Context: an optimization exercise on an open-source flow, tuned for small area, a short achievable clock period and few clock cycles per item. The choices shown serve that exercise and are no tape-out recipe.
Where RTL was checked, it was by simulation tests only, not by an equivalence proof against the original.
The RTL of runs 1 to 3 was laid out without a check of its function.
No activity file was given, so power comes from the tool's default toggle rates.

==> design/flow/design.v <==
package fppt_pkg;
    localparam int FLOW_W  = 20;
    localparam int TIME_W  = 22;
    localparam int CYC_W   = 5;
    localparam int MINF_W  = 15;
    localparam logic [1:0] BAND_N1  = 2'd0;
    localparam logic [1:0] BAND_N4  = 2'd1;
    localparam logic [1:0] BAND_N15 = 2'd2;
    localparam logic [1:0] BAND_N30 = 2'd3;
endpackage
module fppt_div (
    input  logic [fppt_pkg::FLOW_W-1:0] i_rem,
    input  logic [1:0]                  i_bits,
    input  logic [fppt_pkg::FLOW_W-1:0] i_dvs,
    input  logic [fppt_pkg::FLOW_W+1:0] i_dvs3,
    input  logic [4:0]                  i_nrem,
    input  logic [1:0]                  i_band,
    output logic [fppt_pkg::FLOW_W-1:0] o_rem,
    output logic [4:0]                  o_nrem,
    output logic [1:0]                  o_digit
);
    localparam int FW = fppt_pkg::FLOW_W;
    logic [FW+1:0] w_t;
    logic [FW+2:0] w_d1, w_d2, w_d3;
    logic          w_ge1, w_ge2, w_ge3;
    logic [1:0]    w_q;
    logic [6:0]    w_dn15, w_dn30;
    assign w_t  = {i_rem, i_bits};
    assign w_d1 = {1'b0, w_t} - {3'b000, i_dvs};
    assign w_d2 = {1'b0, w_t} - {2'b00, i_dvs, 1'b0};
    assign w_d3 = {1'b0, w_t} - {1'b0, i_dvs3};
    assign w_ge1 = ~w_d1[FW+2];
    assign w_ge2 = ~w_d2[FW+2];
    assign w_ge3 = ~w_d3[FW+2];
    always_comb begin
        if (w_ge3) begin
            w_q   = 2'd3;
            o_rem = w_d3[FW-1:0];
        end else if (w_ge2) begin
            w_q   = 2'd2;
            o_rem = w_d2[FW-1:0];
        end else if (w_ge1) begin
            w_q   = 2'd1;
            o_rem = w_d1[FW-1:0];
        end else begin
            w_q   = 2'd0;
            o_rem = w_t[FW-1:0];
        end
    end
    always_comb begin
        w_dn15 = '0;
        for (int i = 0; i < 60; i++) begin
            if ({i_nrem[3:0], w_q} == 6'(i)) w_dn15 = {2'(i / 15), 5'(i % 15)};
        end
    end
    always_comb begin
        w_dn30 = '0;
        for (int i = 0; i < 120; i++) begin
            if ({i_nrem, w_q} == 7'(i)) w_dn30 = {2'(i / 30), 5'(i % 30)};
        end
    end
    always_comb begin
        case (i_band)
            fppt_pkg::BAND_N4:  {o_digit, o_nrem} = {i_nrem[1:0], 3'b000, w_q};
            fppt_pkg::BAND_N15: {o_digit, o_nrem} = w_dn15;
            fppt_pkg::BAND_N30: {o_digit, o_nrem} = w_dn30;
            default:            {o_digit, o_nrem} = {w_q, 5'd0};
        endcase
    end
endmodule
module fppt_seq #(
    parameter int WINDOW_MS = 3600000
) (
    input  logic                         i_clk,
    input  logic                         i_rst_n,
    input  logic                         i_we,
    input  logic [0:0]                   i_idx,
    input  logic [fppt_pkg::FLOW_W-1:0]  i_wdata,
    input  logic [fppt_pkg::FLOW_W-1:0]  i_max_flow,
    input  logic [fppt_pkg::FLOW_W-1:0]  i_flow,
    input  logic                         i_free,
    output logic                         o_ready,
    output logic                         o_commit,
    output logic [fppt_pkg::TIME_W-1:0]  o_on,
    output logic [fppt_pkg::TIME_W-1:0]  o_off,
    output logic                         o_rf,
    output logic [1:0]                   o_band,
    output logic [fppt_pkg::MINF_W-1:0]  o_q60
);
    localparam int FW = fppt_pkg::FLOW_W;
    localparam int TW = fppt_pkg::TIME_W;
    localparam logic [1:0] S_MUL  = 2'd0;
    localparam logic [1:0] S_DIV  = 2'd1;
    localparam logic [1:0] S_SKIP = 2'd2;
    localparam logic [1:0] S_DONE = 2'd3;
    logic [1:0]    r_state;
    logic [3:0]    r_cnt;
    logic [FW-1:0] r_rem;
    logic [TW-1:0] r_quo;
    logic [4:0]    r_nrem;
    logic [1:0]    r_band;
    logic [FW+1:0] r_m3;
    logic [3:0]    r_m60_cnt;
    logic [5:0]    r_r60;
    logic [FW-1:0] r_q60;
    logic [FW-1:0] w_fnext;
    logic [FW-1:0] w_mnext;
    logic [26:0]   w_y;
    logic [26:0]   w_yr;
    logic [34:0]   w_a;
    logic [1:0]    w_band;
    logic          w_mz, w_fz, w_ge;
    logic          w_c1, w_c2, w_c3, w_c4;
    logic [FW-1:0] w_rem;
    logic [4:0]    w_nrem;
    logic [1:0]    w_digit;
    logic          w_last;
    logic          w_m60_done;
    logic          w_commit;
    logic [5:0]    w_r60;
    logic [1:0]    w_q60;
    logic [FW-1:0] w_c4b;
    logic [FW-1:0] w_h, w_hm1;
    logic [2:0]    w_s;
    logic [TW-1:0] w_off_div;
    assign w_fnext = (i_we && i_idx == 1'b1) ? i_wdata : i_flow;
    assign w_mnext = (i_we && i_idx == 1'b0) ? i_wdata : i_max_flow;
    assign w_y     = {w_fnext, 7'd0} - {5'd0, w_fnext, 2'd0} + {7'd0, w_fnext};
    always_ff @(posedge i_clk) begin
        r_m3 <= {1'b0, w_mnext, 1'b0} + {2'b00, w_mnext};
    end
    assign w_yr = {r_rem[4:0], r_quo};
    assign w_a  = {w_yr, 8'd0} - {3'd0, w_yr, 5'd0} + {8'd0, w_yr};
    assign w_mz = (i_max_flow == '0);
    assign w_fz = (i_flow == '0);
    assign w_ge = (i_flow >= i_max_flow);
    assign w_c1 = (({3'b000, i_flow, 2'b00} + {5'd0, i_flow}) <= {7'd0, i_max_flow[FW-1:2]});
    assign w_c2 = (({3'b000, i_flow, 2'b00} + {5'd0, i_flow}) <= {6'd0, i_max_flow[FW-1:1]});
    assign w_c3 = (i_flow <= {2'b00, i_max_flow[FW-1:2]});
    assign w_c4 = ({i_flow, 2'b00} <= r_m3);
    always_comb begin
        if (w_fz || w_c1) w_band = fppt_pkg::BAND_N1;
        else if (w_c2)    w_band = fppt_pkg::BAND_N4;
        else if (w_c3)    w_band = fppt_pkg::BAND_N15;
        else if (w_c4)    w_band = fppt_pkg::BAND_N30;
        else              w_band = fppt_pkg::BAND_N1;
    end
    fppt_div u_step (
        .i_rem   (r_rem),
        .i_bits  (r_quo[TW-1:TW-2]),
        .i_dvs   (i_max_flow),
        .i_dvs3  (r_m3),
        .i_nrem  (r_nrem),
        .i_band  (r_band),
        .o_rem   (w_rem),
        .o_nrem  (w_nrem),
        .o_digit (w_digit)
    );
    assign w_last     = (r_state == S_DIV) && (r_cnt == 4'd10);
    assign w_m60_done = (r_m60_cnt == 4'd10);
    assign o_ready    = (r_state == S_DONE) || ((w_last || r_state == S_SKIP) && w_m60_done);
    assign w_commit   = (w_last || r_state == S_SKIP) && w_m60_done && i_free;
    always_ff @(posedge i_clk) begin
        if (!i_rst_n || i_we) begin
            r_state <= S_MUL;
        end else begin
            case (r_state)
                S_MUL:   r_state <= (w_ge || w_fz) ? S_SKIP : S_DIV;
                S_DIV:   if (w_commit) r_state <= S_DONE;
                S_SKIP:  if (w_commit) r_state <= S_DONE;
                default: ;
            endcase
        end
    end
    always_ff @(posedge i_clk) begin
        if (i_we) begin
            r_rem <= FW'(w_y[26:TW]);
            r_quo <= w_y[TW-1:0];
        end else if (r_state == S_MUL) begin
            r_rem  <= w_a[34:15];
            r_quo  <= w_ge ? (w_mz ? '0 : TW'(WINDOW_MS)) : {w_a[14:0], 7'd0};
            r_nrem <= '0;
            r_cnt  <= '0;
            r_band <= w_band;
        end else if (r_state == S_DIV && !w_last) begin
            r_rem  <= w_rem;
            r_quo  <= {r_quo[TW-3:0], w_digit};
            r_nrem <= w_nrem;
            r_cnt  <= r_cnt + 4'd1;
        end
    end
    always_comb begin
        case (r_band)
            fppt_pkg::BAND_N4:  w_c4b = FW'(WINDOW_MS / 16);
            fppt_pkg::BAND_N15: w_c4b = FW'(WINDOW_MS / 60);
            fppt_pkg::BAND_N30: w_c4b = FW'(WINDOW_MS / 120);
            default:            w_c4b = FW'(WINDOW_MS / 4);
        endcase
    end
    assign w_h       = w_c4b - r_quo[FW-1:0];
    assign w_hm1     = w_c4b - r_quo[FW-1:0] - 1'b1;
    assign w_s       = {1'b0, w_digit} + {2'b00, (w_nrem != '0)};
    assign w_off_div = (w_s == 3'd0) ? {w_h, 2'b00} : {w_hm1, 2'(3'd4 - w_s)};
    always_comb begin
        logic [6:0] r;
        r = {r_r60, r_q60[FW-1]};
        w_q60[1] = (r >= 7'd60);
        if (w_q60[1]) r = r - 7'd60;
        r = {r[5:0], r_q60[FW-2]};
        w_q60[0] = (r >= 7'd60);
        if (w_q60[0]) r = r - 7'd60;
        w_r60 = r[5:0];
    end
    always_ff @(posedge i_clk) begin
        if (!i_rst_n || (i_we && i_idx == 1'b0)) begin
            r_m60_cnt <= 4'd15;
        end else if (r_m60_cnt == 4'd15) begin
            r_m60_cnt <= 4'd0;
        end else if (!w_m60_done) begin
            r_m60_cnt <= r_m60_cnt + 4'd1;
        end
    end
    always_ff @(posedge i_clk) begin
        if (r_m60_cnt == 4'd15) begin
            r_r60 <= '0;
            r_q60 <= i_max_flow;
        end else if (!w_m60_done) begin
            r_r60 <= w_r60;
            r_q60 <= {r_q60[FW-3:0], w_q60};
        end
    end
    assign o_commit = w_commit;
    assign o_on     = (r_state == S_SKIP) ? r_quo : {r_quo[TW-3:0], w_digit};
    assign o_off    = (r_state == S_SKIP) ? (r_quo[TW-1] ? '0 : TW'(WINDOW_MS)) : w_off_div;
    assign o_rf     = (r_state == S_SKIP) ? 1'b0 : (w_nrem != '0);
    assign o_band   = r_band;
    assign o_q60    = r_q60[fppt_pkg::MINF_W-1:0];
endmodule
module flow_proportioned_pump_timer_unit #(
    parameter int WINDOW_MS = 3600000
) (
    input  logic                        i_clk,
    input  logic                        i_rst_n,
    input  logic                        i_tick_valid,
    output logic                        o_tick_ready,
    input  logic                        i_tick,
    output logic                        o_res_valid,
    input  logic                        i_res_ready,
    output logic                        o_pump_on,
    output logic [fppt_pkg::TIME_W-1:0] o_phase_ms,
    output logic [fppt_pkg::TIME_W-1:0] o_on_time_ms,
    output logic [fppt_pkg::TIME_W-1:0] o_off_time_ms,
    output logic [fppt_pkg::CYC_W-1:0]  o_cycles_per_hour,
    output logic [fppt_pkg::MINF_W-1:0] o_min_flow,
    input  logic                        i_cfg_we,
    input  logic [0:0]                  i_cfg_idx,
    input  logic [fppt_pkg::FLOW_W-1:0] i_cfg_wdata
);
    localparam int FW = fppt_pkg::FLOW_W;
    localparam int TW = fppt_pkg::TIME_W;
    localparam logic [TW-1:0] BASE_N1  = TW'(WINDOW_MS);
    localparam logic [TW-1:0] BASE_N4  = TW'(WINDOW_MS / 4);
    localparam logic [TW-1:0] BASE_N15 = TW'(WINDOW_MS / 15);
    localparam logic [TW-1:0] BASE_N30 = TW'(WINDOW_MS / 30);
    logic [FW-1:0] r_max_flow;
    logic [FW-1:0] r_flow;
    logic [TW-1:0] r_p;
    logic          r_p_inc;
    logic          r_p_zero;
    logic          r_pump;
    logic          r_res_valid;
    logic [TW-1:0] r_on;
    logic [TW-1:0] r_off;
    logic          r_rf;
    logic [1:0]    r_band;
    logic [fppt_pkg::MINF_W-1:0] r_minf;
    logic          w_ready;
    logic          w_commit;
    logic [TW-1:0] w_on;
    logic [TW-1:0] w_off;
    logic          w_rf;
    logic [1:0]    w_band;
    logic [fppt_pkg::MINF_W-1:0] w_q60;
    logic          w_free;
    logic          w_take;
    logic [TW-1:0] w_phase;
    logic [TW-1:0] w_base;
    logic [TW-1:0] w_period;
    logic          w_le_on;
    logic          w_le_per;
    fppt_seq #(
        .WINDOW_MS (WINDOW_MS)
    ) u_seq (
        .i_clk      (i_clk),
        .i_rst_n    (i_rst_n),
        .i_we       (i_cfg_we),
        .i_idx      (i_cfg_idx),
        .i_wdata    (i_cfg_wdata),
        .i_max_flow (r_max_flow),
        .i_flow     (r_flow),
        .i_free     (w_free),
        .o_ready    (w_ready),
        .o_commit   (w_commit),
        .o_on       (w_on),
        .o_off      (w_off),
        .o_rf       (w_rf),
        .o_band     (w_band),
        .o_q60      (w_q60)
    );
    assign w_free       = !r_res_valid || i_res_ready;
    assign o_tick_ready = w_ready && !i_cfg_we && w_free;
    assign w_take       = i_tick_valid && o_tick_ready;
    always_comb begin
        if (r_p_zero)     w_phase = '0;
        else if (r_p_inc) w_phase = r_p + 1'b1;
        else              w_phase = r_p;
    end
    always_comb begin
        case (r_band)
            fppt_pkg::BAND_N4:  w_base = BASE_N4;
            fppt_pkg::BAND_N15: w_base = BASE_N15;
            fppt_pkg::BAND_N30: w_base = BASE_N30;
            default:            w_base = BASE_N1;
        endcase
    end
    assign w_period = w_base - TW'(r_rf);
    assign w_le_on  = r_p_zero || (r_p < r_on) || (!r_p_inc && r_p == r_on);
    assign w_le_per = r_p_zero || (r_p < w_period) || (!r_p_inc && r_p == w_period);
    always_ff @(posedge i_clk) begin
        if (!i_rst_n) begin
            r_max_flow  <= '0;
            r_flow      <= '0;
            r_p_zero    <= 1'b1;
            r_p_inc     <= 1'b0;
            r_pump      <= 1'b0;
            r_res_valid <= 1'b0;
        end else begin
            if (i_cfg_we) begin
                if (i_cfg_idx == 1'b0) r_max_flow <= i_cfg_wdata;
                else                   r_flow     <= i_cfg_wdata;
                r_p_zero <= 1'b1;
                r_p_inc  <= 1'b0;
            end else if (w_take) begin
                if (i_tick) begin
                    r_p_zero <= !w_le_per;
                    r_p_inc  <= w_le_per;
                    if (w_le_on)       r_pump <= 1'b1;
                    else if (w_le_per) r_pump <= 1'b0;
                end else begin
                    r_p_zero <= 1'b0;
                    r_p_inc  <= 1'b0;
                end
            end
            if (w_take) begin
                r_res_valid <= 1'b1;
            end else if (i_res_ready) begin
                r_res_valid <= 1'b0;
            end
        end
    end
    always_ff @(posedge i_clk) begin
        if (w_take) begin
            r_p <= w_phase;
        end
    end
    always_ff @(posedge i_clk) begin
        if (w_commit) begin
            r_on   <= w_on;
            r_off  <= w_off;
            r_rf   <= w_rf;
            r_band <= w_band;
            r_minf <= (w_q60 == '0) ? '0 : w_q60 + 1'b1;
        end
    end
    assign o_res_valid       = r_res_valid;
    assign o_pump_on         = r_pump;
    assign o_phase_ms        = r_p;
    assign o_on_time_ms      = r_on;
    assign o_off_time_ms     = r_off;
    assign o_min_flow        = r_minf;
    always_comb begin
        case (r_band)
            fppt_pkg::BAND_N4:  o_cycles_per_hour = 5'd4;
            fppt_pkg::BAND_N15: o_cycles_per_hour = 5'd15;
            fppt_pkg::BAND_N30: o_cycles_per_hour = 5'd30;
            default:            o_cycles_per_hour = 5'd1;
        endcase
    end
endmodule
==> design/flow/run.sh <==
#!/bin/bash
# synth_recipe.tcl (not shown) runs the flow's synth.tcl, then flattens the netlist and writes it again
# the make line also repeats each setting of config.mk as NAME=value (left out here)
make -C /OpenROAD-flow-scripts/flow DESIGN_CONFIG=/design/flow/config.mk WORK_HOME=/design/flow/orfs CLKGATE_MAP_FILE= SYNTH_SCRIPT=/design/flow/synth_recipe.tcl finish
==> design/flow/config.mk <==
export PLATFORM = sky130hd
export DESIGN_NAME = flow_proportioned_pump_timer_unit
export DESIGN_NICKNAME = flow_proportioned_pump_timer_unit
export VERILOG_FILES = /design/flow/design.v
export SDC_FILE = /design/flow/constraint.sdc
export NUM_CORES = 4
export LEC_CHECK = 0
export CAP_MARGIN = 20
export CORE_MARGIN = 2
export CORE_UTILIZATION = 40
export PLACE_DENSITY = 0.6
export SETUP_SLACK_MARGIN = 3.8
export SLEW_MARGIN = 20
==> design/flow/constraint.sdc <==
create_clock -name core_clock -period 8.0 [get_ports {i_clk}]
set_input_delay 1.6000 -clock core_clock [delete_from_list [all_inputs] [get_ports {i_clk}]]
set_output_delay 1.6000 -clock core_clock [all_outputs]
set_load 0.01 [all_outputs]
==> impl_metrics.py, run 1 <==
metrics = {
    "setup_path": {
        "cp_num_buf_inv": 2,
        "path_class": "reg -> reg",
        "cp_num_cells": 29,
        "worstPathRequired_ps": 8340,
        "cp_slowest_cell": "edfxtp_1",
        "end_kind": "register",
        "reg2regPathDepth": 29,
        "cp_max_fo": 8,
        "critPathLaunchType": "register",
        "cpPeakStageDelay_ps": 490,
        "arrival_ps": 7620,
        "critPathTopFamily": "simple AND/OR/NAND/NOR gates",
    },
    "yosys": {
        "netlist_area_sq_um": 24300,
        "synth.most_common_cell": "ha_1",
        "synthFlopType": "edfxtp_1",
        "synth-async-reset-ratio_pct": 0,
        "synth.avg_cell_area_sq_um": 8.48,
        "synth_commonest_cells": "353 x ha_1, 246 x inv_1, 220 x nand2_1",
        "yosysSeqAreaShare_pct": 25.3,
        "syn-num-nets": 3278,
        "synth_cells": 2861,
        "synth_area_leaders": "ha_1 18%, edfxtp_1 18%, dfxtp_1 7.7%",
        "synth_cell_types": 89,
        "ys_warn_count": 3,
        "ys_ff_latch": 235,
        "synth-edff-count": 142,
        "netlist.area_leader.share_pct": 18.2,
        "synth.largest_area_cell": "ha_1",
    },
    "routing": {
        "viasPerCell": 5.86,
        "post_drt_wl_per_cell_microns": 22.0,
        "wirelength_microns": 87700,
        "antenna_left": 0,
        "drcViolationCount": 0,
        "dr.pass1.iters": 8,
        "drt_iter0_markers": 1803,
        "vias": 23354,
    },
    "timing": {
        "timing.final.crit_period_ps": 7280,
        "fin_crit_sh_pct": 91.0,
        "setup_viol": 0,
        "fin_skew_ps": 11.9,
        "slew_violations": 0,
        "max_slew_margin_pct": 24.6,
        "finalHoldViolCount": 0,
        "clock.fmax_ghz": 0.137,
        "worst_slew_pin_slew_ps": 1130,
        "rsz0062_at_grt": "yes",
        "fin_tns_setup_ps": 0,
    },
    "placed_design": {
        "io_buffers": 115,
        "place.gp.congestion": 0.945,
        "dp.cells": 3746,
        "dp_hpwl_microns": 65100,
    },
    "cts": {
        "clock_latency_ps": 590,
        "root_buffer": "clkbuf_16",
        "numCtsBuffers": 30,
        "cts_tree": "yes",
        "htreeDepth": 1,
        "clock-sinks": 235,
        "cts_buffer_depth": 3,
        "clkTransAtPathRegs_ps": 60,
    },
    "cells_and_area": {
        "drive_gt1_share_pct": 19.6,
        "fillers": 5660,
        "syn2layout_area_growth_pct": 28.0,
        "diodes": 0,
        "nets": 3596,
        "final_cells": 3985,
    },
    "power_and_ir_drop": {
        "p_per_area_nw_per_um2": 446,
        "p_leak_uw": 0.0133,
        "peakVddDrop_mv": 0.257,
    },
    "floorplanning": {
        "std_cell_rows": 90,
        "dieArea_sq_um": 62600,
        "ioPinCount": 116,
        "die_y_microns": 250,
        "start_util_pct": 40.3,
        "die_x_microns": 250,
        "fp.coreArea_sq_um": 60100,
    },
    "global_routing": {
        "grt_pass1_wl_microns": 133000,
        "antenna_found_initial": 1,
        "grt_pass1_vias": 22935,
        "grt_max_degree": 68,
        "grt.total_usage_pct": 27.0,
        "gr-total-overflow": 0,
    },
    "min_path": {
        "hold_class": "reg -> reg",
        "holdPathStages": 2,
    },
    "run_status": {
        "status": "no timing/DRC/antenna violations",
    },
    "run": {
        "cap_violations": 0,
    },
}
==> kinds of logic (layout without fill, tap and decap cells) <==
family / count (synthesis) / count (layout) / synth area share, %
flops: 235 / 235 / 25.3
simple gates: 868 / 870 / 17.7
xor+xnor: 179 / 179 / 6.46
fa+ha+maj: 390 / 390 / 21.3
compound gates: 801 / 801 / 21.8
mux: 54 / 54 / 2.32
buf+inv: 334 / 674 / 5.20
==> layout make-up <==
| class | instances | area (sq um) | share of cell area [%] |
|---|---|---|---|
| Multi-Input combinational cell | 2294 | 18600 | 60.0 |
| Sequential cell | 235 | 6150 | 19.8 |
| Timing Repair Buffer | 369 | 3350 | 10.8 |
| Tap cell | 782 | 978 | 3.15 |
| Inverter | 249 | 962 | 3.10 |
| Clock buffer | 38 | 812 | 2.62 |
| Clock inverter | 18 | 178 | 0.572 |
==> power breakdown <==
part	internal, uW	switching, uW
Clock	813	584
Combinational	4280	6170
Sequential	1680	295
Total	6780	7050
==> what timing repair did <==
item / 4_1_cts / 5_1_grt
resized for setup: 186 / 132
endpoints found under the setup margin: 74 / 57
setup buffers: 118 / 60
pin swaps: 79 / 70
gates cloned: 4 / 0
hold buffers: 0 / 0
==> tightest hold or removal path, cell delays in order, from the launching register on <==
cell	delay, ps
dfxtp_1	350
nand2_1	70
a21oi_1	50
==> per-stage QoR <==
| step | hold slack, ps | cell area [sq um] | utilization (%) | power, uW | worst slack, ps |
|---|---|---|---|---|---|
| floorplan | 465 | 25000 | - | 8270 | 1090 |
| finish | 527 | 31000 | 51.6 | 13800 | 717 |
| global placement | 500 | 27200 | 45.3 | 10700 | 267 |
| CTS | 524 | 30000 | 49.8 | 12900 | 731 |
| detailed placement | 516 | 27200 | 45.3 | 10800 | 125 |
| global route | 545 | 31000 | 51.6 | 14800 | 418 |
==> layer usage <==
metal,wire length [microns],share of wire (%),GRT usage (%)
met2,40800,47,45.3
met3,5260,6.0,3.08
met5,13,0.015,0
met4,3780,4.3,10.2
met1,37900,43,35.7
==> cells in the final DEF, fill, tap and decap left out, drive strengths merged, types with 38 or more instances in the layout <==
| master | synthesis | routed |
|---|---|---|
| nor2b | 71 | 71 |
| nor3 | 67 | 67 |
| dfxtp | 93 | 93 |
| nand2b | 42 | 43 |
| clkbuf | 72 | 38 |
| edfxtp | 142 | 142 |
| ha | 353 | 353 |
| o21ai | 165 | 165 |
| a211oi | 38 | 38 |
| clkdlybuf4s50 | 0 | 101 |
| inv | 246 | 242 |
| buf | 13 | 255 |
| nand2 | 220 | 221 |
| xnor2 | 103 | 103 |
| o21a | 71 | 71 |
| a21oi | 207 | 207 |
| xor2 | 76 | 76 |
| a21o | 66 | 66 |
| nand3 | 84 | 84 |
| nor2 | 198 | 198 |
==> worst paths after layout <==
kind	start	endpoint	slack, ps
worst min register to register	u_seq.r_r60[2]	u_seq.r_r60[2]	530
worst max-delay path	u_seq.r_rem[0]	r_off[21]	720
worst min-delay path	u_seq.r_r60[2]	u_seq.r_r60[2]	530
worst max register to register	u_seq.r_rem[0]	r_off[21]	720
==> sequential cells by signal (all words and copies together) (netlist names), 22 cells and up <==
signal	cells
u_seq.r_m3	22
r_off	22
u_seq.r_quo	22
r_p	22
r_on	22
==> inputs of run 2 (changes only) <==
--- a/design/flow/design.v
+++ b/design/flow/design.v
@@ -18,5 +18,6 @@
     output logic [fppt_pkg::FLOW_W-1:0] o_rem,
     output logic [4:0]                  o_nrem,
-    output logic [1:0]                  o_digit
+    output logic [1:0]                  o_digit,
+    output logic [1:0]                  o_q
 );
     localparam int FW = fppt_pkg::FLOW_W;
@@ -27,4 +28,5 @@
     logic [6:0]    w_dn15, w_dn30;
     assign w_t  = {i_rem, i_bits};
+    assign o_q  = w_q;
     assign w_d1 = {1'b0, w_t} - {3'b000, i_dvs};
     assign w_d2 = {1'b0, w_t} - {2'b00, i_dvs, 1'b0};
@@ -122,7 +124,10 @@
     logic [FW-1:0] w_c4b;
     logic [FW-1:0] w_h, w_hm1;
-    logic [2:0]    w_s;
+    logic          w_s0;
+    logic [1:0]    w_off_lo;
+    logic          w_rf;
+    logic [1:0]    w_q;
     logic [TW-1:0] w_off_div;
-    assign w_fnext = (i_we && i_idx == 1'b1) ? i_wdata : i_flow;
+    assign w_fnext = (i_idx == 1'b1) ? i_wdata : i_flow;
     assign w_mnext = (i_we && i_idx == 1'b0) ? i_wdata : i_max_flow;
     assign w_y     = {w_fnext, 7'd0} - {5'd0, w_fnext, 2'd0} + {7'd0, w_fnext};
@@ -155,7 +160,9 @@
         .o_rem   (w_rem),
         .o_nrem  (w_nrem),
-        .o_digit (w_digit)
+        .o_digit (w_digit),
+        .o_q     (w_q)
     );
     assign w_last     = (r_state == S_DIV) && (r_cnt == 4'd10);
+    assign w_rf       = (w_nrem != '0);
     assign w_m60_done = (r_m60_cnt == 4'd10);
     assign o_ready    = (r_state == S_DONE) || ((w_last || r_state == S_SKIP) && w_m60_done);
@@ -200,6 +207,14 @@
     assign w_h       = w_c4b - r_quo[FW-1:0];
     assign w_hm1     = w_c4b - r_quo[FW-1:0] - 1'b1;
-    assign w_s       = {1'b0, w_digit} + {2'b00, (w_nrem != '0)};
-    assign w_off_div = (w_s == 3'd0) ? {w_h, 2'b00} : {w_hm1, 2'(3'd4 - w_s)};
+    assign w_s0      = (r_nrem == '0) && (w_q == 2'd0);
+    always_comb begin
+        case ({w_digit, w_rf})
+            3'b001, 3'b010: w_off_lo = 2'd3;
+            3'b011, 3'b100: w_off_lo = 2'd2;
+            3'b101, 3'b110: w_off_lo = 2'd1;
+            default:        w_off_lo = 2'd0;
+        endcase
+    end
+    assign w_off_div = w_s0 ? {w_h, 2'b00} : {w_hm1, w_off_lo};
     always_comb begin
         logic [6:0] r;
@@ -233,5 +248,5 @@
     assign o_on     = (r_state == S_SKIP) ? r_quo : {r_quo[TW-3:0], w_digit};
     assign o_off    = (r_state == S_SKIP) ? (r_quo[TW-1] ? '0 : TW'(WINDOW_MS)) : w_off_div;
-    assign o_rf     = (r_state == S_SKIP) ? 1'b0 : (w_nrem != '0);
+    assign o_rf     = (r_state == S_SKIP) ? 1'b0 : w_rf;
     assign o_band   = r_band;
     assign o_q60    = r_q60[fppt_pkg::MINF_W-1:0];
--- a/design/flow/config.mk
+++ b/design/flow/config.mk
@@ -10,4 +10,4 @@
 export CORE_UTILIZATION = 40
 export PLACE_DENSITY = 0.6
-export SETUP_SLACK_MARGIN = 3.8
+export SETUP_SLACK_MARGIN = 3.5
 export SLEW_MARGIN = 20
==> run 2 against run 1 <==
Effect of this change:
- non-clock buffer count decreased by 112
- fmax grew 60%
- utilization is 2.5 points lower
- via count down 1.5%
- combinational power shrank 15%
- sequential power barely moved
- sequential share of layout area increased by 0.86 points
==> impl_metrics.py, run 2 <==
metrics = {
    "yosys": {
        "synth_cells": 2894,
        "yosysSeqAreaShare_pct": 24.9,
        "synthFlopType": "edfxtp_1",
        "synth.avg_cell_area_sq_um": 8.49,
        "synth_commonest_cells": "353 x ha_1, 247 x inv_1, 240 x nand2_1",
        "netlist_area_sq_um": 24600,
        "ys_warn_count": 3,
        "synth-async-reset-ratio_pct": 0,
        "synth.most_common_cell": "ha_1",
        "synth_cell_types": 104,
        "syn-num-nets": 3311,
        "synth.largest_area_cell": "ha_1",
        "netlist.area_leader.share_pct": 18.0,
        "ys_ff_latch": 235,
        "synth_area_leaders": "ha_1 18%, edfxtp_1 17%, dfxtp_1 7.6%",
        "synth-edff-count": 142,
    },
    "setup_path": {
        "timing.critical_path.from": "u_seq.r_quo[20]",
        "critPathLaunchType": "register",
        "timing.rr.start": "u_seq.r_quo[20]",
        "crit_end": "r_off[1]",
        "cp_max_fo": 6,
        "crit_path_cell_trace": "inv_2, ha_2, fa_2, nor2b_4, o31ai_2, a211o_1, and3_4, or4_4, buf_4, nand3_2, maj3_1, a21oi_1, a31oi_1, nor2b_4, buf_4, nand4_1, ha_2, nor3_2, a2111oi_2",
        "arrival_ps": 4840,
        "end_kind": "register",
        "r2r_end": "r_off[1]",
        "path_class": "reg -> reg",
        "cp_slowest_cell": "or4_4",
        "cpPeakStageDelay_ps": 650,
        "reg2regPathDepth": 19,
        "reg2reg_slack_ps": 3460,
        "worstPathRequired_ps": 8300,
    },
    "cells_and_area": {
        "layout_common_cells": "329 x ha_1, 238 x nand2_1, 216 x inv_1, 203 x nor2_1, 166 x a21oi_1",
        "drive_gt1_share_pct": 13.8,
        "finalInstanceArea_sq_um": 29700,
        "syn2layout_area_growth_pct": 21.1,
        "final_common_cell": "ha_1",
        "diodes": 0,
        "nets": 3515,
    },
    "placed_design": {
        "dp_hpwl_microns": 61800,
        "io_buffers": 115,
        "dp_slack_ps": 1600,
        "place.gp.congestion": 0.945,
        "placed_area_sq_um": 26800,
    },
    "global_routing": {
        "gr-total-overflow": 0,
        "antenna_found_initial": 2,
        "grt.total_usage_pct": 25.6,
        "grt_pass1_wl_microns": 129000,
        "grt_pass1_vias": 22400,
        "grt_max_degree": 56,
    },
    "min_path": {
        "holdPathStages": 2,
        "hold_class": "reg -> reg",
    },
    "floorplanning": {
        "die_x_microns": 252,
        "start_util_pct": 40.5,
        "dieArea_sq_um": 63400,
        "std_cell_rows": 90,
        "fp.coreArea_sq_um": 60600,
        "die_y_microns": 252,
        "ioPinCount": 116,
    },
    "cts": {
        "htreeDepth": 1,
        "numCtsBuffers": 29,
        "clkTransAtPathRegs_ps": 60,
        "root_buffer": "clkbuf_16",
        "clock-sinks": 235,
        "cts_buffer_depth": 3,
        "clock_latency_ps": 580,
        "cts_tree": "yes",
        "hold_buffers": 0,
    },
    "timing": {
        "clock.fmax_ghz": 0.220,
        "finalHoldViolCount": 0,
        "layout_setup_ws_ps": 3460,
        "setup_viol": 0,
        "worst_slew_pin_slew_ps": 953,
        "slew_violations": 0,
        "fin_skew_ps": 15.2,
        "fin_tns_setup_ps": 0,
        "fin_crit_sh_pct": 56.8,
        "timing.final.crit_period_ps": 4540,
        "max_slew_margin_pct": 36.4,
        "rsz0062_at_grt": "yes",
    },
    "routing": {
        "drt_iter0_markers": 1925,
        "post_drt_wl_per_cell_microns": 21.4,
        "viasPerCell": 5.90,
        "wirelength_microns": 83600,
        "dr.pass1.iters": 7,
        "drcViolationCount": 0,
        "vias": 23009,
        "antenna_left": 0,
    },
    "power_and_ir_drop": {
        "p_per_area_nw_per_um2": 420,
        "peakVddDrop_mv": 0.339,
        "p_leak_uw": 0.0127,
        "power_uw": 12500,
    },
    "run_status": {
        "status": "no timing/DRC/antenna violations",
    },
    "run": {
        "cap_violations": 0,
    },
}
-- run 2: how the worst min path moves through the flow --
stage                        from  endpoint  slack (ps)
after global routing      r_p_inc   r_p_inc         530
after detailed placement   r_pump    r_pump         490
after floorplan           r_p_inc   r_p_inc         460
after global placement     r_pump    r_pump         470
final                      r_pump    r_pump         480
after CTS                  r_pump    r_pump         490
-- run 2: layer usage --
metal / vias to the layer above / GRT usage, % / part of all wire, %
li1: 11046 / - / -
met1: 10987 / 34.6 / 44
met2: 807 / 41.8 / 45
met3: 169 / 2.81 / 6.0
met4: 0 / 10.7 / 4.6
met5: - / 0 / 0
-- run 2: worst max-delay path, delay by kind of cell (launching register included) --
family                   cells  cell delay, ps
AO/OA/AOI/OAI                5             830
buffers and inverters        3             410
AND/OR/NAND/NOR              7            1610
flip-flops                   1             400
adder cells (fa/ha/maj)      4            1030
-- run 2: final cells by class --
type / count / area (sq um)
flip-flops and latches: 235 / 6150
inverters: 249 / 1000
clock inverters: 22 / 353
repair buffers: 257 / 2310
well taps: 782 / 978
fillers: 5716 / 30800
clock buffers: 31 / 733
multi-input cells: 2326 / 18200
-- run 2: power breakdown --
| part | total (uW) | switching [uW] | internal (uW) |
|---|---|---|---|
| clock network | 1510 | 562 | 952 |
| registers | 2010 | 350 | 1660 |
| logic | 8960 | 5300 | 3660 |
-- run 2: timing repair --
action,4_1_cts,5_1_grt
setup endpoints to repair,59,27
buffers inserted,73,40
pin swaps,29,49
cloned,5,0
resized for setup,160,89
-- run 2: cell families (layout without fill, tap and decap cells) --
group	count (synthesis)	in the layout	share of synthesized area, %
compound gates	840	840	23.0
xor+xnor	183	183	6.52
flops	235	235	24.9
fa+ha+maj	395	395	21.2
buf+inv	336	559	5.32
simple gates	873	876	17.7
mux	32	32	1.34
-- run 2: per-stage QoR --
step / util (%) / instances / hold WS [ps]
floorplan: - / 2894 / 460
global placement: 44.2 / 3729 / 472
detailed placement: 44.2 / 3729 / 487
CTS: 48.0 / 3860 / 495
global route: 49.1 / 3902 / 534
finish: 49.1 / 3902 / 480
==> inputs of run 3 (changes only) <==
--- a/design/flow/config.mk
+++ b/design/flow/config.mk
@@ -10,4 +10,4 @@
 export CORE_UTILIZATION = 40
 export PLACE_DENSITY = 0.6
-export SETUP_SLACK_MARGIN = 3.5
+export SETUP_SLACK_MARGIN = 4.0
 export SLEW_MARGIN = 20
==> run 3 against run 2 <==
Effect of this change:
- still clean on timing, DRC and antenna
- first-iteration DRC count is 1.6% higher
- synthesized cell count stayed put
- global-route usage is 0.53 points higher
- utilization is 2.5 points higher
- critical endpoint unchanged
==> impl_metrics.py, run 3 <==
metrics = {
    "yosys": {
        "synth_cells": 2894,
        "synth.avg_cell_area_sq_um": 8.49,
        "synth.largest_area_cell": "ha_1",
        "synth-async-reset-ratio_pct": 0,
        "netlist_area_sq_um": 24600,
        "syn-num-nets": 3311,
        "synth.most_common_cell": "ha_1",
        "synthFlopType": "edfxtp_1",
        "ys_ff_latch": 235,
        "yosysSeqAreaShare_pct": 24.9,
        "netlist.area_leader.share_pct": 18.0,
        "synth_commonest_cells": "353 x ha_1, 247 x inv_1, 240 x nand2_1",
        "synth_area_leaders": "ha_1 18%, edfxtp_1 17%, dfxtp_1 7.6%",
        "synth-edff-count": 142,
        "ys_warn_count": 3,
        "synth_cell_types": 104,
    },
    "timing": {
        "setup_viol": 0,
        "layout_setup_ws_ps": 3490,
        "whs_ps": 474,
        "slew_violations": 0,
        "fin_tns_setup_ps": 0,
        "rsz0062_at_grt": "yes",
        "finalHoldViolCount": 0,
        "fin_skew_ps": 23.6,
        "clock.fmax_ghz": 0.222,
        "fin_crit_sh_pct": 56.4,
        "worst_slew_pin_slew_ps": 1040,
        "max_slew_margin_pct": 30.8,
        "timing.final.crit_period_ps": 4510,
    },
    "setup_path": {
        "timing.rr.start": "u_seq.r_rem[14]",
        "cp_slowest_cell": "dfxtp_1",
        "arrival_ps": 4900,
        "critPathTopFamily": "simple AND/OR/NAND/NOR gates",
        "end_kind": "register",
        "cpPeakStageDelay_ps": 550,
        "cp_max_fo": 5,
        "worstPathRequired_ps": 8380,
        "reg2reg_slack_ps": 3490,
        "reg2regPathDepth": 15,
        "critPathLaunchType": "register",
        "r2r_end": "r_off[1]",
        "cp_num_cells": 15,
        "crit_path_cell_trace": "ha_2, a21oi_2, o21ai_2, or4_4, or3_4, nor4_4, buf_4, mux2_4, nand3_2, o2111a_2, a2bb2oi_4, and4_4, ha_4, nor3_2, a2111oi_2",
        "cp_num_buf_inv": 1,
        "path_class": "reg -> reg",
    },
    "cts": {
        "htreeDepth": 1,
        "cts_tree": "yes",
        "hold_buffers": 0,
        "clock_latency_ps": 580,
        "numCtsBuffers": 28,
        "clkTransAtPathRegs_ps": 70,
        "cts_buffer_depth": 3,
        "root_buffer": "clkbuf_16",
        "clock-sinks": 235,
    },
    "routing": {
        "vias": 23560,
        "viasPerCell": 5.90,
        "dr.pass1.iters": 8,
        "post_drt_wl_per_cell_microns": 21.6,
        "antenna_left": 0,
        "drt_iter0_markers": 1955,
        "wirelength_microns": 86100,
        "drcViolationCount": 0,
    },
    "placed_design": {
        "place.gp.congestion": 0.968,
        "dp_hpwl_microns": 62000,
        "dp_slack_ps": 1710,
        "io_buffers": 115,
        "dp.cells": 3726,
    },
    "floorplanning": {
        "fp.coreArea_sq_um": 60600,
        "dieArea_sq_um": 63400,
        "std_cell_rows": 90,
        "die_y_microns": 252,
        "ioPinCount": 116,
        "start_util_pct": 40.5,
        "die_x_microns": 252,
    },
    "cells_and_area": {
        "nets": 3603,
        "final_common_cell": "ha_1",
        "final_cells": 3990,
        "diodes": 0,
        "layout_common_cells": "306 x ha_1, 235 x nand2_1, 207 x buf_4, 197 x inv_1, 193 x nor2_1",
        "final_core_util_pct": 51.6,
        "syn2layout_area_growth_pct": 27.2,
        "drive_gt1_share_pct": 20.4,
    },
    "run": {
        "cap_violations": 0,
    },
    "global_routing": {
        "grt.total_usage_pct": 26.2,
        "grt_pass1_vias": 22641,
        "grt_max_degree": 64,
        "gr-total-overflow": 0,
        "grt_pass1_wl_microns": 131000,
        "antenna_found_initial": 0,
    },
    "min_path": {
        "hp-start": "r_pump",
        "hold_class": "reg -> reg",
        "holdPathEnd": "r_pump",
        "holdPathStages": 2,
    },
    "run_status": {
        "status": "no timing/DRC/antenna violations",
    },
    "power_and_ir_drop": {
        "peakVddDrop_mv": 0.334,
        "p_leak_uw": 0.0132,
        "p_per_area_nw_per_um2": 426,
    },
}
[run 3: cell counts after synthesis]
No cell type changed its count.
[run 3: worst reg2reg max path: cells and delay by family, from the launching register on]
family | cells | cell delay, ps
AOI/OAI and AO/OA | 5 | 1100
adders and majority gates | 2 | 540
buffers and inverters | 1 | 170
DFF | 1 | 550
muxes | 1 | 290
and+or+nand+nor | 6 | 1660
[run 3: cells by family after synthesis]
| family | share of synthesized area [%] |
|---|---|
| fa+ha+maj | 21.2 |
| mux | 1.34 |
| simple gates | 17.7 |
| flops | 24.9 |
| compound gates | 23.0 |
| xor+xnor | 6.52 |
| buf+inv | 5.32 |
[run 3: area by class of cell]
class                           count  area (sq um)
Clock buffer                       33           729
Sequential cell                   235          6180
Timing Repair Buffer              346          3030
Clock inverter                     19           269
Multi-Input combinational cell   2326         19000
Fill cell                        5546         29300
Inverter                          249          1030
Tap cell                          782           978
[run 3: how the worst max path moves through the flow]
stage / from / end / slack, ps
5_1_grt: u_seq.r_rem[14] / r_off[1] / 3360
3_3_place_gp: i_cfg_idx[0] / u_seq.r_rem[3] / 1790
4_1_cts: i_cfg_idx[0] / u_seq.r_rem[3] / 3500
6_report: u_seq.r_rem[14] / r_off[1] / 3490
2_1_floorplan: i_cfg_idx[0] / u_seq.r_rem[2] / 2980
3_5_place_dp: i_cfg_idx[0] / u_seq.r_rem[3] / 1710
[run 3: through the flow]
| stage | instance area (sq um) | total power, uW |
|---|---|---|
| final | 31300 | 13300 |
| after floorplan | 25000 | 7990 |
| after CTS | 29900 | 12400 |
| after global routing | 31300 | 14200 |
| after detailed placement | 26900 | 10100 |
| after global placement | 26900 | 9910 |
[run 3: repair_timing]
item / 4_1_cts / 5_1_grt
cloned: 6 / 0
resized for setup: 270 / 168
pin swaps: 79 / 89
endpoints found under the hold margin: 0 / 0
setup endpoints to repair: 80 / 52
buffers inserted: 132 / 73
[run 3: report_power, final]
part	internal, uW	switching (uW)	total (uW)
clock	847	546	1390
combinational	4210	5700	9910
sequential	1660	345	2000
[run 3: routing by layer]
| layer | wire length [microns] | share of wire (%) | up-vias | GRT usage (%) |
|---|---|---|---|---|
| li1 | - | - | 11210 | - |
| met1 | 37800 | 44 | 11330 | 35.2 |
| met2 | 39300 | 46 | 846 | 43.1 |
| met3 | 5400 | 6.3 | 174 | 3.12 |
| met4 | 3640 | 4.2 | 0 | 9.67 |
| met5 | 0 | 0 | - | 0 |
==> inputs of run 4 (changes only) <==
--- a/design/flow/design.v
+++ b/design/flow/design.v
@@ -88,5 +88,6 @@
     output logic                         o_rf,
     output logic [1:0]                   o_band,
-    output logic [fppt_pkg::MINF_W-1:0]  o_q60
+    output logic [fppt_pkg::MINF_W-1:0]  o_q60,
+    output logic                         o_on_zero
 );
     localparam int FW = fppt_pkg::FLOW_W;
@@ -205,6 +206,6 @@
         endcase
     end
-    assign w_h       = w_c4b - r_quo[FW-1:0];
     assign w_hm1     = w_c4b - r_quo[FW-1:0] - 1'b1;
+    assign w_h       = w_hm1 + 1'b1;
     assign w_s0      = (r_nrem == '0) && (w_q == 2'd0);
     always_comb begin
@@ -250,4 +251,5 @@
     assign o_rf     = (r_state == S_SKIP) ? 1'b0 : w_rf;
     assign o_band   = r_band;
+    assign o_on_zero = (r_quo[TW-3:0] == '0) && ((r_state == S_SKIP) ? (r_quo[TW-1:TW-2] == 2'b00) : (w_digit == 2'b00));
     assign o_q60    = r_q60[fppt_pkg::MINF_W-1:0];
 endmodule
@@ -304,4 +306,9 @@
     logic          w_le_on;
     logic          w_le_per;
+    logic          w_on_zero;
+    logic          r_past_on;
+    logic          r_past_per;
+    logic          w_eq_on;
+    logic          w_eq_per;
     fppt_seq #(
         .WINDOW_MS (WINDOW_MS)
@@ -321,5 +328,6 @@
         .o_rf       (w_rf),
         .o_band     (w_band),
-        .o_q60      (w_q60)
+        .o_q60      (w_q60),
+        .o_on_zero  (w_on_zero)
     );
     assign w_free       = !r_res_valid || i_res_ready;
@@ -340,6 +348,8 @@
     end
     assign w_period = w_base - TW'(r_rf);
-    assign w_le_on  = r_p_zero || (r_p < r_on) || (!r_p_inc && r_p == r_on);
-    assign w_le_per = r_p_zero || (r_p < w_period) || (!r_p_inc && r_p == w_period);
+    assign w_le_on  = !r_past_on;
+    assign w_le_per = !r_past_per;
+    assign w_eq_on  = w_commit ? w_on_zero : (w_phase == r_on);
+    assign w_eq_per = !w_commit && (w_phase == w_period);
     always_ff @(posedge i_clk) begin
         if (!i_rst_n) begin
@@ -348,4 +358,6 @@
             r_p_zero    <= 1'b1;
             r_p_inc     <= 1'b0;
+            r_past_on   <= 1'b0;
+            r_past_per  <= 1'b0;
             r_pump      <= 1'b0;
             r_res_valid <= 1'b0;
@@ -354,10 +366,14 @@
                 if (i_cfg_idx == 1'b0) r_max_flow <= i_cfg_wdata;
                 else                   r_flow     <= i_cfg_wdata;
-                r_p_zero <= 1'b1;
-                r_p_inc  <= 1'b0;
+                r_p_zero   <= 1'b1;
+                r_p_inc    <= 1'b0;
+                r_past_on  <= 1'b0;
+                r_past_per <= 1'b0;
             end else if (w_take) begin
                 if (i_tick) begin
-                    r_p_zero <= !w_le_per;
-                    r_p_inc  <= w_le_per;
+                    r_p_zero   <= !w_le_per;
+                    r_p_inc    <= w_le_per;
+                    r_past_on  <= w_le_per && (!w_le_on || w_eq_on);
+                    r_past_per <= w_le_per && w_eq_per;
                     if (w_le_on)       r_pump <= 1'b1;
                     else if (w_le_per) r_pump <= 1'b0;
--- a/design/flow/config.mk
+++ b/design/flow/config.mk
@@ -8,6 +8,6 @@
 export CAP_MARGIN = 20
 export CORE_MARGIN = 2
-export CORE_UTILIZATION = 40
-export PLACE_DENSITY = 0.6
-export SETUP_SLACK_MARGIN = 4.0
+export CORE_UTILIZATION = 60
+export PLACE_DENSITY = 0.75
+export SETUP_SLACK_MARGIN = 3.5
 export SLEW_MARGIN = 20
==> run 4 against run 3 <==
Effect of this change:
- fmax decreased by 8.0%
- clock skew down 1.8 ps
- setup slack worse by 390 ps
- register-to-register slack got worse by 390 ps
- synthesized area is 3.3% lower
- largest power group unchanged
- final cell count shrank 9.5%
- critical path type unchanged
- largest cell class unchanged
- still clean
- power shrank 2.9%
==> impl_metrics.py, run 4 <==
metrics = {
    "run_status": {
        "status": "no timing/DRC/antenna violations",
    },
    "cts": {
        "numCtsBuffers": 28,
        "clkTransAtPathRegs_ps": 60,
        "root_buffer": "clkbuf_16",
        "hold_buffers": 0,
        "clock-sinks": 237,
        "cts_tree": "yes",
        "clock_latency_ps": 570,
        "cts_buffer_depth": 3,
        "htreeDepth": 1,
    },
    "placed_design": {
        "io_buffers": 115,
        "place.gp.congestion": 1.02,
        "dp_slack_ps": 1820,
        "dp_hpwl_microns": 59300,
        "dp.cells": 3363,
    },
    "setup_path": {
        "arrival_ps": 5160,
        "cp_num_buf_inv": 4,
        "worstPathRequired_ps": 8250,
        "cp_max_fo": 5,
        "critPathLaunchType": "register",
        "cp_slowest_cell": "or4_4",
        "crit_path_cell_trace": "inv_2, ha_4, fa_2, nor2b_4, o2111ai_4, a21bo_2, a211oi_4, a221o_2, buf_12, a211oi_4, buf_6, buf_6, a22oi_2, nor2_1, a31oi_1, a31oi_2, or2_4, or4_4, ha_4, nor3_4, a2111oi_2",
        "path_class": "reg -> reg",
        "end_kind": "register",
        "critPathTopFamily": "compound AO/OA/AOI/OAI gates",
        "cpPeakStageDelay_ps": 580,
    },
    "power_and_ir_drop": {
        "switching_share_pct": 49.8,
        "pwr-share-seq_pct": 15.6,
        "power_uw": 12900,
        "p_per_area_nw_per_um2": 439,
        "peakVddDrop_mv": 0.489,
        "pwr-share-clk_pct": 9.7,
        "p_leak_uw": 0.0124,
        "combPwrFrac_pct": 74.7,
        "p_int_uw": 6490,
        "p_switching_uw": 6440,
    },
    "global_routing": {
        "grt_pass1_vias": 22909,
        "grt_pass1_wl_microns": 128000,
        "gr-total-overflow": 0,
        "grt.total_usage_pct": 39.6,
        "antenna_found_initial": 4,
        "grt_max_degree": 79,
    },
    "floorplanning": {
        "dieArea_sq_um": 41200,
        "die_y_microns": 203,
        "start_util_pct": 61.2,
        "std_cell_rows": 72,
        "die_x_microns": 203,
        "ioPinCount": 116,
        "fp.coreArea_sq_um": 38800,
    },
    "timing": {
        "clock.fmax_ghz": 0.204,
        "rsz0062_at_grt": "yes",
        "worst_slew_pin_slew_ps": 1180,
        "max_slew_margin_pct": 20.6,
        "setup_viol": 0,
        "slew_violations": 0,
        "whs_ps": 489,
        "fin_tns_setup_ps": 0,
        "timing.final.crit_period_ps": 4910,
        "fin_skew_ps": 21.8,
        "layout_setup_ws_ps": 3090,
        "fin_crit_sh_pct": 61.3,
        "finalHoldViolCount": 0,
    },
    "yosys": {
        "yosysSeqAreaShare_pct": 26.0,
        "netlist_area_sq_um": 23800,
        "synth_cells": 2804,
        "syn-num-nets": 3180,
        "synth_area_leaders": "edfxtp_1 18%, ha_1 16%, dfxtp_1 8.0%",
        "synth.avg_cell_area_sq_um": 8.47,
        "synth_cell_types": 96,
        "synth.largest_area_cell": "edfxtp_1",
        "ys_warn_count": 3,
        "synth-async-reset-ratio_pct": 0,
        "ys_ff_latch": 237,
        "synth.most_common_cell": "ha_1",
        "synth_commonest_cells": "311 x ha_1, 246 x nand2_1, 227 x nor2_1",
        "synth-edff-count": 142,
        "netlist.area_leader.share_pct": 17.9,
        "synthFlopType": "edfxtp_1",
    },
    "routing": {
        "dr.pass1.iters": 8,
        "wirelength_microns": 85000,
        "post_drt_wl_per_cell_microns": 23.6,
        "drt_iter0_markers": 2795,
        "viasPerCell": 6.65,
        "vias": 23992,
        "drcViolationCount": 0,
        "antenna_left": 0,
    },
    "run": {
        "cap_violations": 0,
    },
    "cells_and_area": {
        "layout_common_cells": "285 x ha_1, 241 x nand2_1, 221 x nor2_1, 181 x inv_1, 178 x buf_4",
        "final_common_cell": "ha_1",
        "syn2layout_area_growth_pct": 24.0,
        "final_cells": 3610,
        "nets": 3443,
        "drive_gt1_share_pct": 17.1,
    },
    "min_path": {
        "hold_class": "reg -> reg",
    },
}
[run 4: cell families (layout without fill, tap and decap cells)]
| group | count (synthesis) | count (layout) | share of synthesized area, % |
|---|---|---|---|
| AND/OR/NAND/NOR | 874 | 876 | 17.8 |
| AO/OA/AOI/OAI | 793 | 793 | 22.7 |
| adder cells (fa/ha/maj) | 349 | 349 | 19.6 |
| buffers and inverters | 312 | 595 | 4.99 |
| flip-flops | 237 | 237 | 26.0 |
| XOR/XNOR | 211 | 211 | 7.78 |
| multiplexers | 28 | 28 | 1.19 |
| other | 0 | 3 | 0 |
[run 4: area by class of cell]
cell class | count | area (sq um)
multi-input cells | 2257 | 17800
fillers | 2816 | 9370
flip-flops and latches | 237 | 6190
repair buffers | 323 | 3070
inverters | 220 | 897
clock buffers | 39 | 772
well taps | 518 | 648
clock inverters | 13 | 111
diodes | 3 | 7.51
[run 4: worst paths after layout]
check / startpoint / to / slack, ps / depth (start not counted)
setup / recovery: u_seq.r_quo[20] / r_off[1] / 3090 / 21
hold / removal: r_past_per / r_past_per / 490 / 2
setup reg to reg: u_seq.r_quo[20] / r_off[1] / 3090 / 21
hold reg to reg: r_past_per / r_past_per / 490 / 2
[run 4: power groups by stage]
stage | sequential, uW | combinational, uW | clock [uW]
floorplan | 1890 | 5960 | 0
global placement | 2060 | 7580 | 0
detailed placement | 2070 | 7730 | 0
CTS | 2030 | 8770 | 1250
global route | 2030 | 10400 | 1300
finish | 2020 | 9660 | 1250
[run 4: worst register-to-register path, stage by stage (launching register included)]
cell,delay (ps)
edfxtp_1,380
inv_2,80
ha_4,170
fa_2,420
nor2b_4,170
o2111ai_4,130
a21bo_2,250
a211oi_4,370
a221o_2,300
buf_12,130
a211oi_4,60
buf_6,160
buf_6,120
a22oi_2,100
nor2_1,70
a31oi_1,190
a31oi_2,170
or2_4,270
or4_4,580
ha_4,190
nor3_4,200
a2111oi_2,100
[run 4: per-stage QoR]
stage | utilization (%) | area (sq um)
2_1_floorplan | - | 24200
3_3_place_gp | 66.1 | 25700
4_1_cts | 72.9 | 28300
5_1_grt | 75.9 | 29500
3_5_place_dp | 66.1 | 25700
6_report | 75.9 | 29500
[run 4: routing by layer]
| metal | track usage [%] | part of all wire [%] | wire [microns] | up-vias |
|---|---|---|---|---|
| met5 | 0 | 0.014 | 12 | - |
| met4 | 19.9 | 6.1 | 5190 | 2 |
| met3 | 7.59 | 10 | 8810 | 351 |
| met2 | 63.9 | 45 | 38000 | 1439 |
| met1 | 51.0 | 39 | 33000 | 11409 |
| li1 | - | - | - | 10791 |
[run 4: timing repair]
item / in CTS / in global routing
setup endpoints to repair: 63 / 38
pin swaps: 63 / 77
setup buffers: 100 / 80
gates cloned: 9 / 2
resized for setup: 204 / 117
Testbench counts of run 4, summed over its fixed seeds: cycles 4,334, updates 320.
==> inputs of run 5 (changes only) <==
--- a/design/flow/config.mk
+++ b/design/flow/config.mk
@@ -8,6 +8,6 @@
 export CAP_MARGIN = 20
 export CORE_MARGIN = 2
-export CORE_UTILIZATION = 60
-export PLACE_DENSITY = 0.75
-export SETUP_SLACK_MARGIN = 3.5
+export CORE_UTILIZATION = 40
+export PLACE_DENSITY = 0.6
+export SETUP_SLACK_MARGIN = 3.0
 export SLEW_MARGIN = 20
==> run 5 against run 4 <==
Effect of this change:
- global-route usage fell by 14 points
- synthesized area unchanged
- final cell count grew 3.9%
- register-to-register slack worse by 30 ps
- critical endpoint is now u_seq.r_rem[4]
- fmax fell by 1.3%
- still clean
==> impl_metrics.py, run 5 <==
metrics = {
    "power_and_ir_drop": {
        "power_uw": 12000,
        "p_leak_uw": 0.0117,
        "p_per_area_nw_per_um2": 429,
        "peakVddDrop_mv": 0.243,
    },
    "cells_and_area": {
        "diodes": 0,
        "nets": 3330,
        "fillers": 5640,
        "final_common_cell": "ha_1",
        "finalInstanceArea_sq_um": 28000,
        "final_core_util_pct": 47.5,
        "drive_gt1_share_pct": 9.91,
        "layout_common_cells": "297 x ha_1, 244 x nand2_1, 223 x nor2_1, 199 x inv_1, 174 x a21oi_1",
        "final_cells": 3749,
        "syn2layout_area_growth_pct": 17.7,
    },
    "placed_design": {
        "place.gp.congestion": 0.962,
        "dp_hpwl_microns": 61000,
        "io_buffers": 115,
        "dp.cells": 3618,
        "placed_area_sq_um": 25900,
    },
    "yosys": {
        "synthFlopType": "edfxtp_1",
        "synth.avg_cell_area_sq_um": 8.47,
        "synth-async-reset-ratio_pct": 0,
        "synth.largest_area_cell": "edfxtp_1",
        "syn-num-nets": 3180,
        "netlist.area_leader.share_pct": 17.9,
        "synth.most_common_cell": "ha_1",
        "synth_cell_types": 96,
        "ys_ff_latch": 237,
        "synth_area_leaders": "edfxtp_1 18%, ha_1 16%, dfxtp_1 8.0%",
        "ys_warn_count": 3,
        "synth-edff-count": 142,
        "synth_commonest_cells": "311 x ha_1, 246 x nand2_1, 227 x nor2_1",
        "synth_cells": 2804,
        "netlist_area_sq_um": 23800,
        "yosysSeqAreaShare_pct": 26.0,
    },
    "timing": {
        "clock.fmax_ghz": 0.201,
        "worst_slew_pin_slew_ps": 1050,
        "fin_skew_ps": 17.4,
        "fin_crit_sh_pct": 62.1,
        "rsz0062_at_grt": "yes",
        "max_slew_margin_pct": 29.9,
        "fin_tns_setup_ps": 0,
        "slew_violations": 0,
        "finalHoldViolCount": 0,
        "timing.final.crit_period_ps": 4970,
        "setup_viol": 0,
    },
    "cts": {
        "cts_tree": "yes",
        "numCtsBuffers": 29,
        "clock_latency_ps": 590,
        "clkTransAtPathRegs_ps": 70,
        "cts_buffer_depth": 3,
        "hold_buffers": 0,
        "htreeDepth": 1,
        "clock-sinks": 237,
        "root_buffer": "clkbuf_16",
    },
    "global_routing": {
        "grt_max_degree": 68,
        "grt_pass1_wl_microns": 123000,
        "grt.total_usage_pct": 25.5,
        "grt_pass1_vias": 20859,
        "antenna_found_initial": 0,
        "gr-total-overflow": 0,
    },
    "setup_path": {
        "cpPeakStageDelay_ps": 540,
        "end_kind": "register",
        "arrival_ps": 5300,
        "cp_max_fo": 4,
        "path_class": "in -> reg",
        "cp_slowest_cell": "clkdlybuf4s50_1",
        "critPathLaunchType": "input pin",
        "crit_path_cell_trace": "clkdlybuf4s50_1, mux2i_2, inv_1, fa_1, inv_1, ha_1, and2_1, a22o_1, a311oi_2, o21a_1, o2111ai_1, a21o_1, a21o_1, a21oi_2, xnor2_1, o21ai_1",
        "critPathTopFamily": "compound AO/OA/AOI/OAI gates",
        "cp_num_buf_inv": 3,
        "worstPathRequired_ps": 8330,
    },
    "routing": {
        "dr.pass1.iters": 5,
        "drt_iter0_markers": 1621,
        "antenna_left": 0,
        "vias": 22032,
        "drcViolationCount": 0,
        "viasPerCell": 5.88,
        "post_drt_wl_per_cell_microns": 21.4,
        "wirelength_microns": 80300,
    },
    "floorplanning": {
        "die_y_microns": 248,
        "std_cell_rows": 89,
        "start_util_pct": 40.3,
        "ioPinCount": 116,
        "die_x_microns": 248,
        "fp.coreArea_sq_um": 58900,
        "dieArea_sq_um": 61400,
    },
    "run_status": {
        "status": "no timing/DRC/antenna violations",
    },
    "min_path": {
        "hold_class": "reg -> reg",
    },
    "run": {
        "cap_violations": 0,
    },
}
[run 5: tightest hold or removal path, stage by stage (launching register included)]
cell	delay [ps]
dfxtp_1	330
nand2_1	60
a21oi_1	50
[run 5: cell type report]
class,instances,area [sq um],area share [%]
clock inverter,20,165,0.591
multi-input combinational,2258,17100,61.1
timing repair buffer,208,1950,6.97
tap,773,967,3.46
clock buffer,33,751,2.69
inverter,220,862,3.08
sequential,237,6170,22.1
[run 5: path summary, 6_finish.rpt]
path / endpoint / start / slack (ps) / cells past startpoint
setup / recovery: u_seq.r_rem[4] / i_cfg_wdata[15] / 3030 / 16
hold / removal: r_past_per / r_past_per / 500 / 2
setup reg to reg: r_off[1] / r_max_flow[1] / 3060 / 19
hold reg to reg: r_past_per / r_past_per / 500 / 2
[run 5: cells by family after synthesis]
family	Yosys count	synth area share, %
AOI/OAI and AO/OA	793	22.7
DFF	237	26.0
adders and majority gates	349	19.6
xor gates and xnor gates	211	7.78
and+or+nand+nor	874	17.8
buffers and inverters	312	4.99
muxes	28	1.19
[run 5: layer usage]
metal  vias to the layer above  routed length, microns  track usage, %
met5                         -                       0               0
met4                         0                    2550            7.85
met3                       154                    4680            2.70
met2                       780                   36800            42.3
met1                     10559                   36200            34.8
li1                      10539                       -               -
[run 5: per-stage QoR]
step / worst slack (ps) / hold WS [ps]
global placement: 1830 / 466
global route: 2900 / 518
CTS: 2980 / 495
floorplan: 2890 / 453
detailed placement: 1620 / 486
finish: 3030 / 498
[run 5: repair_timing]
action,4_1_cts,5_1_grt
setup endpoints to repair,28,21
gates resized for setup,45,77
gates cloned,3,1
endpoints found under the hold margin,0,0
buffers inserted,23,51
pin swaps,13,25
[run 5: where the power goes]
part / internal [uW] / total [uW] / switching (uW)
registers: 1670 / 2050 / 387
logic: 3510 / 8640 / 5130
clock network: 737 / 1300 / 563
total: 5920 / 12000 / 6080
==> inputs of run 6 (changes only) <==
--- a/design/flow/config.mk
+++ b/design/flow/config.mk
@@ -6,8 +6,9 @@
 export NUM_CORES = 4
 export LEC_CHECK = 0
+export ABC_AREA = 1
 export CAP_MARGIN = 20
 export CORE_MARGIN = 2
 export CORE_UTILIZATION = 40
 export PLACE_DENSITY = 0.6
-export SETUP_SLACK_MARGIN = 3.0
+export SETUP_SLACK_MARGIN = 3.5
 export SLEW_MARGIN = 20
==> run 6 against run 5 <==
Effect of this change:
- clock power increased by about 10%
- sequential power decreased by 3%
- sequential share of layout area decreased by 2.7 points
- utilization increased by 7.5 points
- final cell count increased by 19%
- power increased by 18%
- fmax decreased by 15%
- register-to-register slack got worse by 890 ps
- highest routed layer unchanged
- critical path type is now reg -> reg
- setup slack got worse by 860 ps
==> impl_metrics.py, run 6 <==
metrics = {
    "yosys": {
        "yosysSeqAreaShare_pct": 26.1,
        "synth_commonest_cells": "553 x inv_1, 495 x nand2_1, 311 x ha_1, 311 x nor2_1, 265 x o21ai_0",
        "ys_warn_count": 3,
        "synth.most_common_cell": "inv_1",
        "synth.avg_cell_area_sq_um": 7.37,
        "synth_area_leaders": "edfxtp_1 18%, ha_1 16%, inv_1 8.8%",
        "synthFlopType": "edfxtp_1",
        "ys_ff_latch": 237,
        "synth_cell_types": 69,
        "syn-num-nets": 3582,
        "synth.largest_area_cell": "edfxtp_1",
        "netlist.area_leader.share_pct": 18.0,
        "synth-async-reset-ratio_pct": 0,
        "synth_cells": 3206,
        "synth-edff-count": 142,
        "netlist_area_sq_um": 23600,
    },
    "timing": {
        "fin_tns_setup_ps": 0,
        "rsz0062_at_grt": "yes",
        "slew_violations": 0,
        "setup_viol": 0,
        "finalHoldViolCount": 0,
        "timing.final.crit_period_ps": 5830,
        "fin_crit_sh_pct": 72.9,
        "clock.fmax_ghz": 0.172,
        "worst_slew_pin_slew_ps": 990,
        "max_slew_margin_pct": 33.9,
        "fin_skew_ps": 43.3,
    },
    "cts": {
        "hold_buffers": 0,
        "htreeDepth": 1,
        "cts_buffer_depth": 3,
        "cts_tree": "yes",
        "clkTransAtPathRegs_ps": 60,
        "root_buffer": "clkbuf_16",
        "clock_latency_ps": 600,
        "numCtsBuffers": 29,
        "clock-sinks": 237,
    },
    "setup_path": {
        "cpPeakStageDelay_ps": 410,
        "critPathLaunchType": "register",
        "worstPathRequired_ps": 8310,
        "path_class": "reg -> reg",
        "crit_top_cell": "inv_1",
        "end_kind": "register",
        "critPathTopFamily": "simple AND/OR/NAND/NOR gates",
        "cp_num_buf_inv": 7,
        "cp_max_fo": 6,
        "cp_slowest_cell": "a2111oi_1",
        "arrival_ps": 6140,
    },
    "cells_and_area": {
        "layout_common_cells": "497 x inv_1, 446 x nand2_1, 288 x nor2_1, 250 x ha_1, 238 x buf_4",
        "multiInputGateArea_sq_um": 17200,
        "drive_gt1_share_pct": 23.3,
        "fillers": 5264,
        "final_cells": 4471,
        "nets": 4050,
        "register_area_sq_um": 6240,
        "syn2layout_area_growth_pct": 36.6,
        "final_common_cell": "inv_1",
    },
    "power_and_ir_drop": {
        "p_leak_uw": 0.0147,
        "p_int_uw": 7250,
        "p_per_area_nw_per_um2": 439,
        "combPwrFrac_pct": 75.9,
        "pwr-share-seq_pct": 14.0,
        "peakVddDrop_mv": 0.338,
        "switching_share_pct": 48.8,
        "p_switching_uw": 6920,
        "pwr-share-clk_pct": 10.1,
    },
    "floorplanning": {
        "die_y_microns": 247,
        "ioPinCount": 116,
        "die_x_microns": 247,
        "start_util_pct": 40.3,
        "std_cell_rows": 89,
        "fp.coreArea_sq_um": 58700,
        "dieArea_sq_um": 61100,
    },
    "global_routing": {
        "antenna_found_initial": 4,
        "gr-total-overflow": 0,
        "grt_max_degree": 61,
        "grt_pass1_wl_microns": 133000,
        "grt_pass1_vias": 23412,
        "grt.total_usage_pct": 27.8,
    },
    "routing": {
        "dr.pass1.iters": 6,
        "drcViolationCount": 0,
        "vias": 25125,
        "antenna_left": 0,
        "drt_iter0_markers": 2598,
        "post_drt_wl_per_cell_microns": 20.0,
        "wirelength_microns": 89300,
        "viasPerCell": 5.62,
    },
    "run_status": {
        "status": "no timing/DRC/antenna violations",
    },
    "placed_design": {
        "dp.cells": 4068,
        "io_buffers": 115,
        "place.gp.congestion": 1.02,
        "dp_hpwl_microns": 63800,
    },
    "run": {
        "cap_violations": 0,
    },
    "min_path": {
        "hold_class": "reg -> reg",
    },
}
## run 6: cell count changes after synthesis, moves of 54 or more
cell	previous run	this run
xnor2_1	135	49
a21oi_1	182	261
inv_1	218	553
nor2_1	227	311
o21ai_0	173	265
a21o_1	69	15
nand2_1	246	495
## run 6: logic make-up after synthesis
group / count (synthesis) / synth area share [%]
simple gates: 1075 / 19.4
compound gates: 763 / 18.8
buf+inv: 624 / 10.1
fa+ha+maj: 349 / 19.7
flops: 237 / 26.1
xor+xnor: 157 / 5.82
mux: 1 / 0.0423
## run 6: through the flow
stage	area (sq um)	utilization (%)	hold WS [ps]	worst slack, ps	power, uW
floorplan	24000	-	427	2500	7140
global placement	25900	44.2	492	1450	9080
detailed placement	26000	44.3	495	1390	9060
CTS	30200	51.5	495	2500	12300
global route	32300	55.0	530	1750	15100
finish	32300	55.0	499	2170	14200
## run 6: cell type report
type,instances,area share (%)
timing repair buffer,490,14.3
inverter,568,6.96
antenna,1,0.00775
timing repair inverter,3,0.0814
multi-input combinational,2345,53.2
clock inverter,17,0.748
tap,773,3.00
clock buffer,37,2.34
sequential,237,19.3
## run 6: per-layer routing
| layer | GRT usage, % | up-vias | routed length [microns] |
|---|---|---|---|
| met3 | 4.10 | 219 | 8290 |
| met2 | 44.4 | 1225 | 39900 |
| li1 | - | 11863 | - |
| met5 | 0 | - | 0 |
| met1 | 38.4 | 11818 | 37700 |
| met4 | 8.97 | 0 | 3360 |
## run 6: final timing paths
path | startpoint | endpoint | slack, ps | cells after the start
max | r_max_flow[19] | r_off[1] | 2170 | 33
min | r_past_on | r_pump | 500 | 1
max reg2reg | r_max_flow[19] | r_off[1] | 2170 | 33
min reg2reg | r_past_on | r_pump | 500 | 1
## run 6: what timing repair did
item,in CTS,in global routing
gates resized for setup,329,349
buffers inserted,246,96
setup endpoints to repair,69,54
gates cloned,6,0
pin swaps,112,176
## run 6: power by group through the flow
stage / clock (uW) / combinational [uW] / sequential [uW]
CTS: 1440 / 8870 / 1960
global placement: 0 / 7090 / 1990
global route: 1480 / 11600 / 2000
detailed placement: 0 / 7060 / 2000
finish: 1430 / 10800 / 1980
floorplan: 0 / 5270 / 1870
## run 6: worst reg2reg max path, delay by kind of cell, from the launching register on
| kind | cells | cell delay (ps) |
|---|---|---|
| buffers and inverters | 7 | 850 |
| AOI/OAI and AO/OA | 10 | 1840 |
| and+or+nand+nor | 14 | 1970 |
| DFF | 1 | 350 |
| adders and majority gates | 2 | 570 |

## static timing again, ports no longer ideal
The results above use ideal ports. As a check the final layouts listed here were re-extracted and re-timed, cells and wires unchanged.
Step 1, drivers: a clkbuf_16 drives i_clk and a buf_2 each remaining input, both assumed.
Step 2 moves the port delays by t, midway between the first and last clock arrival at a register: inputs arrive t later, outputs are due t later. That takes back most of the time a late clock gives input paths.
Three values: no drivers, after step 1, after step 2; two values: the first two.
run | shift t [ns] | setup slack, ns | worst register clock-pin slew, ns
run 1 | 0.639 | 0.717 / 0.717 / 0.717 | 0.07 / 0.07
run 2 | 0.617 | 3.455 / 3.324 / 2.707 | 0.07 / 0.07
run 3 | 0.619 | 3.488 / 3.341 / 2.722 | 0.07 / 0.07
run 4 | 0.623 | 3.095 / 3.095 / 2.534 | 0.07 / 0.07
run 5 | 0.633 | 3.030 / 3.062 / 2.430 | 0.07 / 0.07
run 6 | 0.640 | 2.170 / 2.170 / 1.912 | 0.07 / 0.07
After both steps every run listed still meets setup and hold. For run 3, which loses most, drivers alone change the setup slack by -0.147 ns; drivers and shift together by -0.766 ns.
